This design comes from an exercise in tuning for small area on the open sky130 flow, not from production work. Function was checked by simulation only, so behaviour that the tests miss may differ from the original. Power is estimated from default activity; no workload was simulated. The clock port is modelled as an ideal driver; clocking choices that lean on that would not hold on a real chip.

## old
==> module neopixel_registers, before the edit <==
module neopixel_registers #(
  parameter int BUFFER_END = 63,
  localparam int IDX_W = $clog2(BUFFER_END + 1),
  localparam int DEPTH = BUFFER_END + 1
) (
  input  logic                            busClk,
  input  logic                            rst,
  input  neopixel_pkg::bus_req_t          bus,
  output logic [7:0]                      bus_rdata,
  input  logic                            sync_start,
  input  logic [IDX_W-1:0]                rd_addr,
  output logic [7:0]                      rd_data,
  output neopixel_pkg::ctrl_t             ctrl,
  output logic [neopixel_pkg::max_w-1:0]  reg_max,
  input  neopixel_pkg::stream_state_e     state,
  input  logic                            init_done,
  input  logic                            frame_done
);
  neopixel_pkg::ctrl_t ctrl_d;
  logic                buf_wr;
  logic                reg_wr;
  logic [IDX_W-1:0]    buf_idx;
  assign buf_wr  = bus.write && !bus.addr[13];
  assign reg_wr  = bus.write && bus.addr[13];
  assign buf_idx = bus.addr[IDX_W-1:0];
  logic [7:0] bank_q [0:1];
  for (genvar b = 0; b < 2; b++) begin : g_bank
    logic [7:0]       mem_q [0:DEPTH-1];
    logic             is_sw;
    logic             wr;
    logic [IDX_W-1:0] addr;
    logic [DEPTH-1:0] rsel;
    logic [7:0]       rd_or;
    logic [7:0]       wr_data;
    logic [7:0]       hi_n;
    logic [7:0]       lo_n;
    assign is_sw   = (ctrl.buf_sel == 1'(b));
    assign wr      = buf_wr && is_sw;
    assign wr_data = {8{wr}} & bus.wdata;
    assign addr    = is_sw ? buf_idx : rd_addr;
    for (genvar j = 0; j < 8; j++) begin : g_pre
      assign hi_n[j] = (addr[5:3] != 3'(j));
      assign lo_n[j] = (addr[2:0] != 3'(j));
    end
    for (genvar i = 0; i < DEPTH; i++) begin : g_word
      logic       we_n;
      logic [7:0] d;
      logic [7:0] q;
      neopixel_nor2  i_rsel (.a(hi_n[i/8]), .b(lo_n[i%8]), .y(rsel[i]));
      neopixel_nand2 i_we   (.a(rsel[i]), .b(wr), .y(we_n));
      for (genvar k = 0; k < 8; k++) begin : g_bit
        neopixel_ao22 i_hold (.a(wr_data[k]), .sa(rsel[i]), .b(q[k]), .sb(we_n), .y(d[k]));
      end
      always_ff @(posedge busClk) begin
        q <= d;
      end
      assign mem_q[i] = q;
    end
    localparam int NG = DEPTH / 3;
    for (genvar k = 0; k < 8; k++) begin : g_bit
      logic [NG:0] grp_n;
      for (genvar g = 0; g < NG; g++) begin : g_grp
        neopixel_aoi222 i_aoi (
          .a0(mem_q[3*g][k]),   .s0(rsel[3*g]),
          .a1(mem_q[3*g+1][k]), .s1(rsel[3*g+1]),
          .a2(mem_q[3*g+2][k]), .s2(rsel[3*g+2]),
          .y_n(grp_n[g])
        );
      end
      assign grp_n[NG] = !(mem_q[DEPTH-1][k] && rsel[DEPTH-1]);
      neopixel_nand22 i_or (.a_n(grp_n), .y(rd_or[k]));
    end
    assign bank_q[b] = rd_or;
  end
  assign rd_data = ctrl.buf_sel ? bank_q[0] : bank_q[1];
  always_comb begin
    ctrl_d = ctrl;
    if (reg_wr && bus.addr[1:0] == neopixel_pkg::reg_ctrl) begin
      ctrl_d = neopixel_pkg::ctrl_t'(bus.wdata[5:0]);
    end
    if (sync_start) begin
      ctrl_d.run = 1'b1;
    end
    if (ctrl_d.init) begin
      ctrl_d      = '0;
      ctrl_d.init = 1'b1;
    end
    if (init_done) begin
      ctrl_d.init = 1'b0;
    end
    if (frame_done) begin
      ctrl_d.run = ctrl_d.loop;
    end
  end
  always_ff @(posedge busClk) begin
    if (rst) begin
      ctrl    <= '0;
      reg_max <= '0;
    end else begin
      ctrl <= ctrl_d;
      if (reg_wr && bus.addr[1:0] == neopixel_pkg::reg_max_lo) begin
        reg_max[7:0] <= bus.wdata;
      end
      if (reg_wr && bus.addr[1:0] == neopixel_pkg::reg_max_hi) begin
        reg_max[neopixel_pkg::max_w-1:8] <= bus.wdata[neopixel_pkg::max_w-9:0];
      end
    end
  end
  always_ff @(posedge busClk) begin
    if (bus.read) begin
      if (!bus.addr[13]) begin
        bus_rdata <= ctrl.buf_sel ? bank_q[1] : bank_q[0];
      end else begin
        case (bus.addr[1:0])
          neopixel_pkg::reg_max_lo: bus_rdata <= reg_max[7:0];
          neopixel_pkg::reg_max_hi: bus_rdata <= 8'(reg_max[neopixel_pkg::max_w-1:8]);
          neopixel_pkg::reg_ctrl:   bus_rdata <= 8'(ctrl);
          default:                  bus_rdata <= {7'b0, state != neopixel_pkg::idle};
        endcase
      end
    end
  end
endmodule
==> module neopixel_nand22, before the edit <==
module neopixel_nand22 (
  input  logic [21:0] a_n,
  output logic        y
);
  assign y = !(&a_n);
endmodule
==> module neopixel_nor2, before the edit <==
module neopixel_nor2 (
  input  logic a,
  input  logic b,
  output logic y
);
  assign y = !(a || b);
endmodule
==> module neopixel_nand2, before the edit <==
module neopixel_nand2 (
  input  logic a,
  input  logic b,
  output logic y
);
  assign y = !(a && b);
endmodule
clock: 20.0 ns
lec_check: 0
cap_margin: 20
core_margin: 2
core_utilization: 45
cts_buf_list: sky130_fd_sc_hd__clkbuf_16
cts_cluster_diameter: 100
cts_cluster_size: 30
place_density: 0.75
slew_margin: 20
synth_hierarchical: 1
synth_minimum_keep_size: 0
standard.sh (not shown) runs the stock make flow with config.mk's settings and CLKGATE_MAP_FILE= SYNTH_SCRIPT=/design/flow/synth_recipe.tcl, a recipe that flattens the netlist after the stock synthesis.
==> flow/flow/run.sh <==
#!/bin/bash
# Own layout flow: the standard flow (standard synthesis, floorplan,
# placement, routing) with two changes passed to ORFS through its own
# variables:
#  - CTS without dummy loads, clustering flip-flops 30 to a clkbuf_16
#  - the port buffers that global placement adds are buf_1 cells
# Every tool's output goes to standard.log here; ORFS keeps its per-step
# logs under orfs/logs.
set -euo pipefail
export CTS_ARGS="-sink_clustering_enable -repair_clock_nets -buf_list sky130_fd_sc_hd__clkbuf_16 -sink_clustering_size 30 -sink_clustering_max_diameter 100 -dont_use_dummy_load"
export BUFFER_PORTS_ARGS="-buffer_cell sky130_fd_sc_hd__buf_1"
bash standard.sh > standard.log 2>&1
No stage failed in old, and the final checks on the layout all came back clean.
Inputs modified between old and new:
--- a/flow/design.v
+++ b/flow/design.v
@@ -21,12 +21,17 @@
   typedef enum logic [1:0] {
     idle     = 2'b00,
     init_low = 2'b01,
     send     = 2'b10,
     latch    = 2'b11
   } stream_state_e;
+  typedef enum logic [1:0] {
+    sym_none,
+    sym_byte,
+    sym_reset
+  } symbol_e;
 endpackage
 `timescale 1ns/1ps
 module neopixel_bit_encoder #(
   parameter int T0H    = 20,
   parameter int T1H    = 40,
   parameter int TBIT   = 63,
@@ -120,28 +125,22 @@
     logic             is_sw;
     logic             wr;
     logic [IDX_W-1:0] addr;
     logic [DEPTH-1:0] rsel;
     logic [7:0]       rd_or;
     logic [7:0]       wr_data;
-    logic [7:0]       hi_n;
-    logic [7:0]       lo_n;
     assign is_sw   = (ctrl.buf_sel == 1'(b));
     assign wr      = buf_wr && is_sw;
     assign wr_data = {8{wr}} & bus.wdata;
     assign addr    = is_sw ? buf_idx : rd_addr;
-    for (genvar j = 0; j < 8; j++) begin : g_pre
-      assign hi_n[j] = (addr[5:3] != 3'(j));
-      assign lo_n[j] = (addr[2:0] != 3'(j));
-    end
     for (genvar i = 0; i < DEPTH; i++) begin : g_word
       logic       we_n;
       logic [7:0] d;
       logic [7:0] q;
-      neopixel_nor2  i_rsel (.a(hi_n[i/8]), .b(lo_n[i%8]), .y(rsel[i]));
-      neopixel_nand2 i_we   (.a(rsel[i]), .b(wr), .y(we_n));
+      assign rsel[i] = (addr == IDX_W'(i));
+      assign we_n    = !(rsel[i] && wr);
       for (genvar k = 0; k < 8; k++) begin : g_bit
         neopixel_ao22 i_hold (.a(wr_data[k]), .sa(rsel[i]), .b(q[k]), .sb(we_n), .y(d[k]));
       end
       always_ff @(posedge busClk) begin
         q <= d;
       end
@@ -155,14 +154,18 @@
           .a0(mem_q[3*g][k]),   .s0(rsel[3*g]),
           .a1(mem_q[3*g+1][k]), .s1(rsel[3*g+1]),
           .a2(mem_q[3*g+2][k]), .s2(rsel[3*g+2]),
           .y_n(grp_n[g])
         );
       end
-      assign grp_n[NG] = !(mem_q[DEPTH-1][k] && rsel[DEPTH-1]);
-      neopixel_nand22 i_or (.a_n(grp_n), .y(rd_or[k]));
+      if (DEPTH % 3 == 1) begin : g_last
+        assign grp_n[NG] = !(mem_q[DEPTH-1][k] && rsel[DEPTH-1]);
+      end else begin : g_nolast
+        assign grp_n[NG] = 1'b1;
+      end
+      assign rd_or[k] = !(&grp_n);
     end
     assign bank_q[b] = rd_or;
   end
   assign rd_data = ctrl.buf_sel ? bank_q[0] : bank_q[1];
   always_comb begin
     ctrl_d = ctrl;
@@ -224,32 +227,12 @@
   input  logic b,
   input  logic sb,
   output logic y
 );
   assign y = (sa && a) || (sb && b);
 endmodule
-module neopixel_nand22 (
-  input  logic [21:0] a_n,
-  output logic        y
-);
-  assign y = !(&a_n);
-endmodule
-module neopixel_nor2 (
-  input  logic a,
-  input  logic b,
-  output logic y
-);
-  assign y = !(a || b);
-endmodule
-module neopixel_nand2 (
-  input  logic a,
-  input  logic b,
-  output logic y
-);
-  assign y = !(a && b);
-endmodule
 `timescale 1ns/1ps
 module neopixel_streamer #(
   parameter int BUFFER_END = 63,
   parameter int TRESET     = 2500,
   localparam int IDX_W = $clog2(BUFFER_END + 1)
 ) (
Diff old -> new: proportion of layout cells with a drive suffix above 1 has decreased, routed metal-1 wirelength has increased, number of nets in the layout has increased, setup slack has decreased.
Diff old -> new: final critical path time including I/O delays and setup picked up an extra 0.96 ns, post-layout utilization of the core lost 0.27 points.
Cmp new vs old: die area higher in new
Destination of the critical timing path = i_registers.bus_rdata[2]: old; destination of the critical timing path = i_encoder.shift_q[1]: new
Synthesis-to-layout area growth was higher in the run labelled old.

* * *

The RTL this note starts from:
==> flow/design.v <==
package neopixel_pkg;
  localparam int max_w = 13;
  localparam logic [1:0] reg_max_lo = 2'd0;
  localparam logic [1:0] reg_max_hi = 2'd1;
  localparam logic [1:0] reg_ctrl   = 2'd2;
  localparam logic [1:0] reg_status = 2'd3;
  typedef struct packed {
    logic [13:0] addr;
    logic [7:0]  wdata;
    logic        write;
    logic        read;
  } bus_req_t;
  typedef struct packed {
    logic buf_sel;
    logic mode32;
    logic loop;
    logic run;
    logic limit;
    logic init;
  } ctrl_t;
  typedef enum logic [1:0] {
    idle,
    init_low,
    send,
    latch
  } stream_state_e;
  typedef enum logic [1:0] {
    sym_none,
    sym_byte,
    sym_reset
  } symbol_e;
endpackage
`timescale 1ns/1ps
module neopixel_bit_encoder #(
  parameter int T0H    = 20,
  parameter int T1H    = 40,
  parameter int TBIT   = 63,
  parameter int TRESET = 2500,
  localparam int CNT_MAX = (TBIT > TRESET) ? TBIT : TRESET,
  localparam int CNT_W   = $clog2(CNT_MAX + 1)
) (
  input  logic                  busClk,
  input  logic                  rst,
  input  neopixel_pkg::symbol_e sym,
  input  logic [7:0]            sym_byte,
  output logic                  ready,
  output logic                  dout
);
  logic             busy;
  logic             in_reset;
  logic [7:0]       shift_q;
  logic [2:0]       bit_cnt;
  logic [CNT_W-1:0] cyc_cnt;
  logic [CNT_W-1:0] high_len;
  logic             bit_end;
  assign ready    = !busy;
  assign high_len = shift_q[7] ? CNT_W'(T1H) : CNT_W'(T0H);
  assign bit_end  = cyc_cnt == CNT_W'(TBIT - 1);
  assign dout = busy && !in_reset && (cyc_cnt < high_len);
  always_ff @(posedge busClk) begin
    if (ready && sym == neopixel_pkg::sym_byte) begin
      shift_q <= sym_byte;
    end else if (busy && !in_reset && bit_end) begin
      shift_q <= {shift_q[6:0], 1'b0};
    end
  end
  always_ff @(posedge busClk) begin
    if (rst) begin
      busy     <= 1'b0;
      in_reset <= 1'b0;
      bit_cnt  <= '0;
      cyc_cnt  <= '0;
    end else if (!busy) begin
      cyc_cnt <= '0;
      bit_cnt <= 3'd7;
      if (sym != neopixel_pkg::sym_none) begin
        busy     <= 1'b1;
        in_reset <= (sym == neopixel_pkg::sym_reset);
      end
    end else if (in_reset) begin
      if (cyc_cnt == CNT_W'(TRESET - 1)) busy <= 1'b0;
      else cyc_cnt <= cyc_cnt + 1'b1;
    end else if (bit_end) begin
      cyc_cnt <= '0;
      if (bit_cnt == 3'd0) busy <= 1'b0;
      else bit_cnt <= bit_cnt - 1'b1;
    end else begin
      cyc_cnt <= cyc_cnt + 1'b1;
    end
  end
endmodule
`timescale 1ns/1ps
module neopixel_registers #(
  parameter int BUFFER_END = 63,
  localparam int IDX_W = $clog2(BUFFER_END + 1),
  localparam int DEPTH = BUFFER_END + 1
) (
  input  logic                            busClk,
  input  logic                            rst,
  input  neopixel_pkg::bus_req_t          bus,
  output logic [7:0]                      bus_rdata,
  input  logic                            sync_start,
  input  logic [IDX_W-1:0]                rd_addr,
  output logic [7:0]                      rd_data,
  output neopixel_pkg::ctrl_t             ctrl,
  output logic [neopixel_pkg::max_w-1:0]  reg_max,
  input  neopixel_pkg::stream_state_e     state,
  input  logic                            init_done,
  input  logic                            frame_done
);
  neopixel_pkg::ctrl_t ctrl_d;
  logic                buf_wr;
  logic                reg_wr;
  logic [IDX_W-1:0]    buf_idx;
  assign buf_wr  = bus.write && !bus.addr[13];
  assign reg_wr  = bus.write && bus.addr[13];
  assign buf_idx = bus.addr[IDX_W-1:0];
  logic [7:0] bank_q [0:1];
  for (genvar b = 0; b < 2; b++) begin : g_bank
    logic [7:0]       mem_q [0:DEPTH-1];
    logic             is_sw;
    logic [IDX_W-1:0] addr;
    logic [DEPTH-1:0] wsel;
    logic [DEPTH-1:0] hold;
    logic [DEPTH-1:0] rsel;
    logic [7:0]       rd_or;
    assign is_sw = (ctrl.buf_sel == 1'(b));
    assign addr  = is_sw ? buf_idx : rd_addr;
    for (genvar i = 0; i < DEPTH; i++) begin : g_word
      assign wsel[i] = buf_wr && is_sw && (buf_idx == IDX_W'(i));
      assign hold[i] = !bus.write || bus.addr[13] || !is_sw || (buf_idx != IDX_W'(i));
      assign rsel[i] = (addr == IDX_W'(i));
      logic [7:0] q;
      always_ff @(posedge busClk) begin
        q <= ({8{wsel[i]}} & bus.wdata) | ({8{hold[i]}} & q);
      end
      assign mem_q[i] = q;
    end
    always_comb begin
      rd_or = '0;
      for (int r = 0; r < 8; r++) begin
        logic [7:0] row;
        row = '0;
        for (int c = 0; c < 8; c++) row = row | ({8{addr[2:0] == 3'(c)}} & mem_q[r*8+c]);
        rd_or = rd_or | ({8{addr[5:3] == 3'(r)}} & row);
      end
    end
    assign bank_q[b] = rd_or;
  end
  assign rd_data = ctrl.buf_sel ? bank_q[0] : bank_q[1];
  always_comb begin
    ctrl_d = ctrl;
    if (reg_wr && bus.addr[1:0] == neopixel_pkg::reg_ctrl) begin
      ctrl_d = neopixel_pkg::ctrl_t'(bus.wdata[5:0]);
    end
    if (sync_start) begin
      ctrl_d.run = 1'b1;
    end
    if (ctrl_d.init) begin
      ctrl_d      = '0;
      ctrl_d.init = 1'b1;
    end
    if (init_done) begin
      ctrl_d.init = 1'b0;
    end
    if (frame_done) begin
      ctrl_d.run = ctrl_d.loop;
    end
  end
  always_ff @(posedge busClk) begin
    if (rst) begin
      ctrl    <= '0;
      reg_max <= '0;
    end else begin
      ctrl <= ctrl_d;
      if (reg_wr && bus.addr[1:0] == neopixel_pkg::reg_max_lo) begin
        reg_max[7:0] <= bus.wdata;
      end
      if (reg_wr && bus.addr[1:0] == neopixel_pkg::reg_max_hi) begin
        reg_max[neopixel_pkg::max_w-1:8] <= bus.wdata[neopixel_pkg::max_w-9:0];
      end
    end
  end
  always_ff @(posedge busClk) begin
    if (bus.read) begin
      if (!bus.addr[13]) begin
        bus_rdata <= ctrl.buf_sel ? bank_q[1] : bank_q[0];
      end else begin
        case (bus.addr[1:0])
          neopixel_pkg::reg_max_lo: bus_rdata <= reg_max[7:0];
          neopixel_pkg::reg_max_hi: bus_rdata <= 8'(reg_max[neopixel_pkg::max_w-1:8]);
          neopixel_pkg::reg_ctrl:   bus_rdata <= 8'(ctrl);
          default:                  bus_rdata <= {7'b0, state != neopixel_pkg::idle};
        endcase
      end
    end
  end
endmodule
`timescale 1ns/1ps
module neopixel_streamer #(
  parameter int BUFFER_END = 63,
  parameter int TRESET     = 2500,
  localparam int IDX_W = $clog2(BUFFER_END + 1)
) (
  input  logic                            busClk,
  input  logic                            rst,
  input  neopixel_pkg::ctrl_t             ctrl,
  input  logic [neopixel_pkg::max_w-1:0]  reg_max,
  output logic [IDX_W-1:0]                rd_addr,
  input  logic [7:0]                      rd_data,
  output neopixel_pkg::symbol_e           sym,
  output logic [7:0]                      sym_byte,
  input  logic                            ready,
  output neopixel_pkg::stream_state_e     state,
  output logic                            init_done,
  output logic                            frame_done,
  output logic                            start_seen
);
  logic [IDX_W-1:0] last_idx;
  logic             skip;
  logic             reset_sent;
  assign last_idx = (ctrl.limit && reg_max < BUFFER_END) ?
                    reg_max[IDX_W-1:0] : IDX_W'(BUFFER_END);
  assign skip = !ctrl.mode32 && (rd_addr[1:0] == 2'b11);
  assign sym_byte = rd_data;
  always_comb begin
    sym = neopixel_pkg::sym_none;
    if (ready) begin
      case (state)
        neopixel_pkg::send: begin
          if (!skip) sym = neopixel_pkg::sym_byte;
        end
        neopixel_pkg::init_low, neopixel_pkg::latch: begin
          if (!reset_sent) sym = neopixel_pkg::sym_reset;
        end
        default: sym = neopixel_pkg::sym_none;
      endcase
    end
  end
  assign init_done  = (state == neopixel_pkg::init_low) && ready && reset_sent;
  assign frame_done = (state == neopixel_pkg::latch) && ready && reset_sent;
  assign start_seen = (state == neopixel_pkg::idle) && !ctrl.init && ctrl.run;
  always_ff @(posedge busClk) begin
    if (rst) begin
      state      <= neopixel_pkg::idle;
      rd_addr    <= '0;
      reset_sent <= 1'b0;
    end else begin
      case (state)
        neopixel_pkg::idle: begin
          rd_addr <= '0;
          if (ctrl.init) begin
            state <= neopixel_pkg::init_low;
          end else if (ctrl.run) begin
            state <= neopixel_pkg::send;
          end
        end
        neopixel_pkg::send: begin
          if (skip || ready) begin
            if (rd_addr == last_idx) begin
              state <= neopixel_pkg::latch;
            end else begin
              rd_addr <= rd_addr + 1'b1;
            end
          end
        end
        default: begin
          if (ready) begin
            if (reset_sent) begin
              reset_sent <= 1'b0;
              state      <= neopixel_pkg::idle;
            end else begin
              reset_sent <= 1'b1;
            end
          end
        end
      endcase
    end
  end
endmodule
`timescale 1ns/1ps
module neopixel_top #(
  parameter int BUFFER_END = 63,
  parameter int T0H    = 20,
  parameter int T1H    = 40,
  parameter int TBIT   = 63,
  parameter int TRESET = 2500,
  localparam int IDX_W = $clog2(BUFFER_END + 1)
) (
  input  logic                   busClk,
  input  logic                   rst,
  input  logic [13:0]            bus_addr,
  input  logic [7:0]             bus_wdata,
  input  logic                   bus_write,
  input  logic                   bus_read,
  output logic [7:0]             bus_rdata,
  input  logic                   sync_start,
  output logic                   dout
);
  neopixel_pkg::bus_req_t        bus;
  neopixel_pkg::ctrl_t           ctrl;
  logic [neopixel_pkg::max_w-1:0] reg_max;
  logic [IDX_W-1:0]              rd_addr;
  logic [7:0]                    rd_data;
  neopixel_pkg::stream_state_e   state;
  logic                          init_done;
  logic                          frame_done;
  logic                          start_seen;
  neopixel_pkg::symbol_e         sym;
  logic [7:0]                    sym_byte;
  logic                          ready;
  assign bus = {bus_addr, bus_wdata, bus_write, bus_read};
  neopixel_registers #(.BUFFER_END(BUFFER_END)) i_registers (
    .busClk, .rst, .bus, .bus_rdata, .sync_start, .rd_addr, .rd_data,
    .ctrl, .reg_max, .state, .init_done, .frame_done
  );
  neopixel_streamer #(.BUFFER_END(BUFFER_END), .TRESET(TRESET)) i_streamer (
    .busClk, .rst, .ctrl, .reg_max, .rd_addr, .rd_data, .sym, .sym_byte,
    .ready, .state, .init_done, .frame_done, .start_seen
  );
  neopixel_bit_encoder #(.T0H(T0H), .T1H(T1H), .TBIT(TBIT), .TRESET(TRESET)) i_encoder (
    .busClk, .rst, .sym, .sym_byte, .ready, .dout
  );
endmodule
export LEC_CHECK = 0
export CAP_MARGIN = 20
export CORE_MARGIN = 2
export CORE_UTILIZATION = 45
export SLEW_MARGIN = 20
create_clock -name core_clock -period 20.0 [get_ports {busClk}]
run.sh (not shown) runs the stock make flow with config.mk's settings and CLKGATE_MAP_FILE= SYNTH_SCRIPT=/design/flow/synth_recipe.tcl, a recipe that flattens the netlist after the stock synthesis.
Stock flow here: none of the scripts above is used.
==> next run, changes <==
--- a/flow/design.v
+++ b/flow/design.v
@@ -92,8 +92,7 @@
 `timescale 1ns/1ps
 module neopixel_registers #(
   parameter int BUFFER_END = 63,
-  localparam int IDX_W = $clog2(BUFFER_END + 1),
-  localparam int DEPTH = BUFFER_END + 1
+  localparam int IDX_W = $clog2(BUFFER_END + 1)
 ) (
   input  logic                            busClk,
   input  logic                            rst,
@@ -108,6 +107,7 @@
   input  logic                            init_done,
   input  logic                            frame_done
 );
+  logic [7:0] pix_mem [0:1][0:BUFFER_END];
   neopixel_pkg::ctrl_t ctrl_d;
   logic                buf_wr;
   logic                reg_wr;
@@ -115,39 +115,12 @@
   assign buf_wr  = bus.write && !bus.addr[13];
   assign reg_wr  = bus.write && bus.addr[13];
   assign buf_idx = bus.addr[IDX_W-1:0];
-  logic [7:0] bank_q [0:1];
-  for (genvar b = 0; b < 2; b++) begin : g_bank
-    logic [7:0]       mem_q [0:DEPTH-1];
-    logic             is_sw;
-    logic [IDX_W-1:0] addr;
-    logic [DEPTH-1:0] wsel;
-    logic [DEPTH-1:0] hold;
-    logic [DEPTH-1:0] rsel;
-    logic [7:0]       rd_or;
-    assign is_sw = (ctrl.buf_sel == 1'(b));
-    assign addr  = is_sw ? buf_idx : rd_addr;
-    for (genvar i = 0; i < DEPTH; i++) begin : g_word
-      assign wsel[i] = buf_wr && is_sw && (buf_idx == IDX_W'(i));
-      assign hold[i] = !bus.write || bus.addr[13] || !is_sw || (buf_idx != IDX_W'(i));
-      assign rsel[i] = (addr == IDX_W'(i));
-      logic [7:0] q;
-      always_ff @(posedge busClk) begin
-        q <= ({8{wsel[i]}} & bus.wdata) | ({8{hold[i]}} & q);
-      end
-      assign mem_q[i] = q;
-    end
-    always_comb begin
-      rd_or = '0;
-      for (int r = 0; r < 8; r++) begin
-        logic [7:0] row;
-        row = '0;
-        for (int c = 0; c < 8; c++) row = row | ({8{addr[2:0] == 3'(c)}} & mem_q[r*8+c]);
-        rd_or = rd_or | ({8{addr[5:3] == 3'(r)}} & row);
-      end
+  assign rd_data = pix_mem[!ctrl.buf_sel][rd_addr];
+  always_ff @(posedge busClk) begin
+    if (buf_wr) begin
+      pix_mem[ctrl.buf_sel][buf_idx] <= bus.wdata;
     end
-    assign bank_q[b] = rd_or;
   end
-  assign rd_data = ctrl.buf_sel ? bank_q[0] : bank_q[1];
   always_comb begin
     ctrl_d = ctrl;
     if (reg_wr && bus.addr[1:0] == neopixel_pkg::reg_ctrl) begin
@@ -184,7 +157,7 @@
   always_ff @(posedge busClk) begin
     if (bus.read) begin
       if (!bus.addr[13]) begin
-        bus_rdata <= ctrl.buf_sel ? bank_q[1] : bank_q[0];
+        bus_rdata <= pix_mem[ctrl.buf_sel][buf_idx];
       end else begin
         case (bus.addr[1:0])
           neopixel_pkg::reg_max_lo: bus_rdata <= reg_max[7:0];
=>
- The new run finished clean
- cell count went up by 11%
- non-clock buffer count is lower by 1
- wire length rose by 28%
- clock skew grows by 0.013 ns
- global-route usage rises by 2.1 points
- clock power climbs by 12%
- maximum frequency climbs by 19%
- worst hold slack is better by 0.023 ns
- count of clock-buffer cells in the layout increases by 6
- area after synthesis came out higher by 20%
- die area went up by 19%
- total power went up by 5.2%
- setup slack improved by 1.5 ns

re-timing with driven ports:
In the flow no input, the clock included, has a driving cell. The finished layouts below were timed again as built, in two steps. Step 1, drivers: a clkbuf_16 drives busClk and a buf_2 each remaining input, both assumed. Step 2 moves the port delays by t, midway between the first and last clock arrival at a register: inputs arrive t later, outputs are due t later. That takes back most of the time a late clock gives input paths. Slacks: no drivers / after step 1 / after step 2; pairs: no drivers / after step 1.
run	shift t [ns]	slack for setup (ns)	worst register clock-pin slew, ns
old	0.674	12.230 / 12.272 / 11.598	0.12 / 0.12
new	0.680	11.271 / 11.257 / 10.577	0.12 / 0.12
the first run of note 2	0.742	10.646 / 10.680 / 9.938	0.07 / 0.07
the second run of note 2	0.786	12.130 / 12.144 / 11.358	0.07 / 0.07
After both steps setup and hold are still met in every run listed. For the second run of note 2, which loses most, drivers alone change the setup slack by +0.014 ns; drivers and shift together by -0.772 ns.
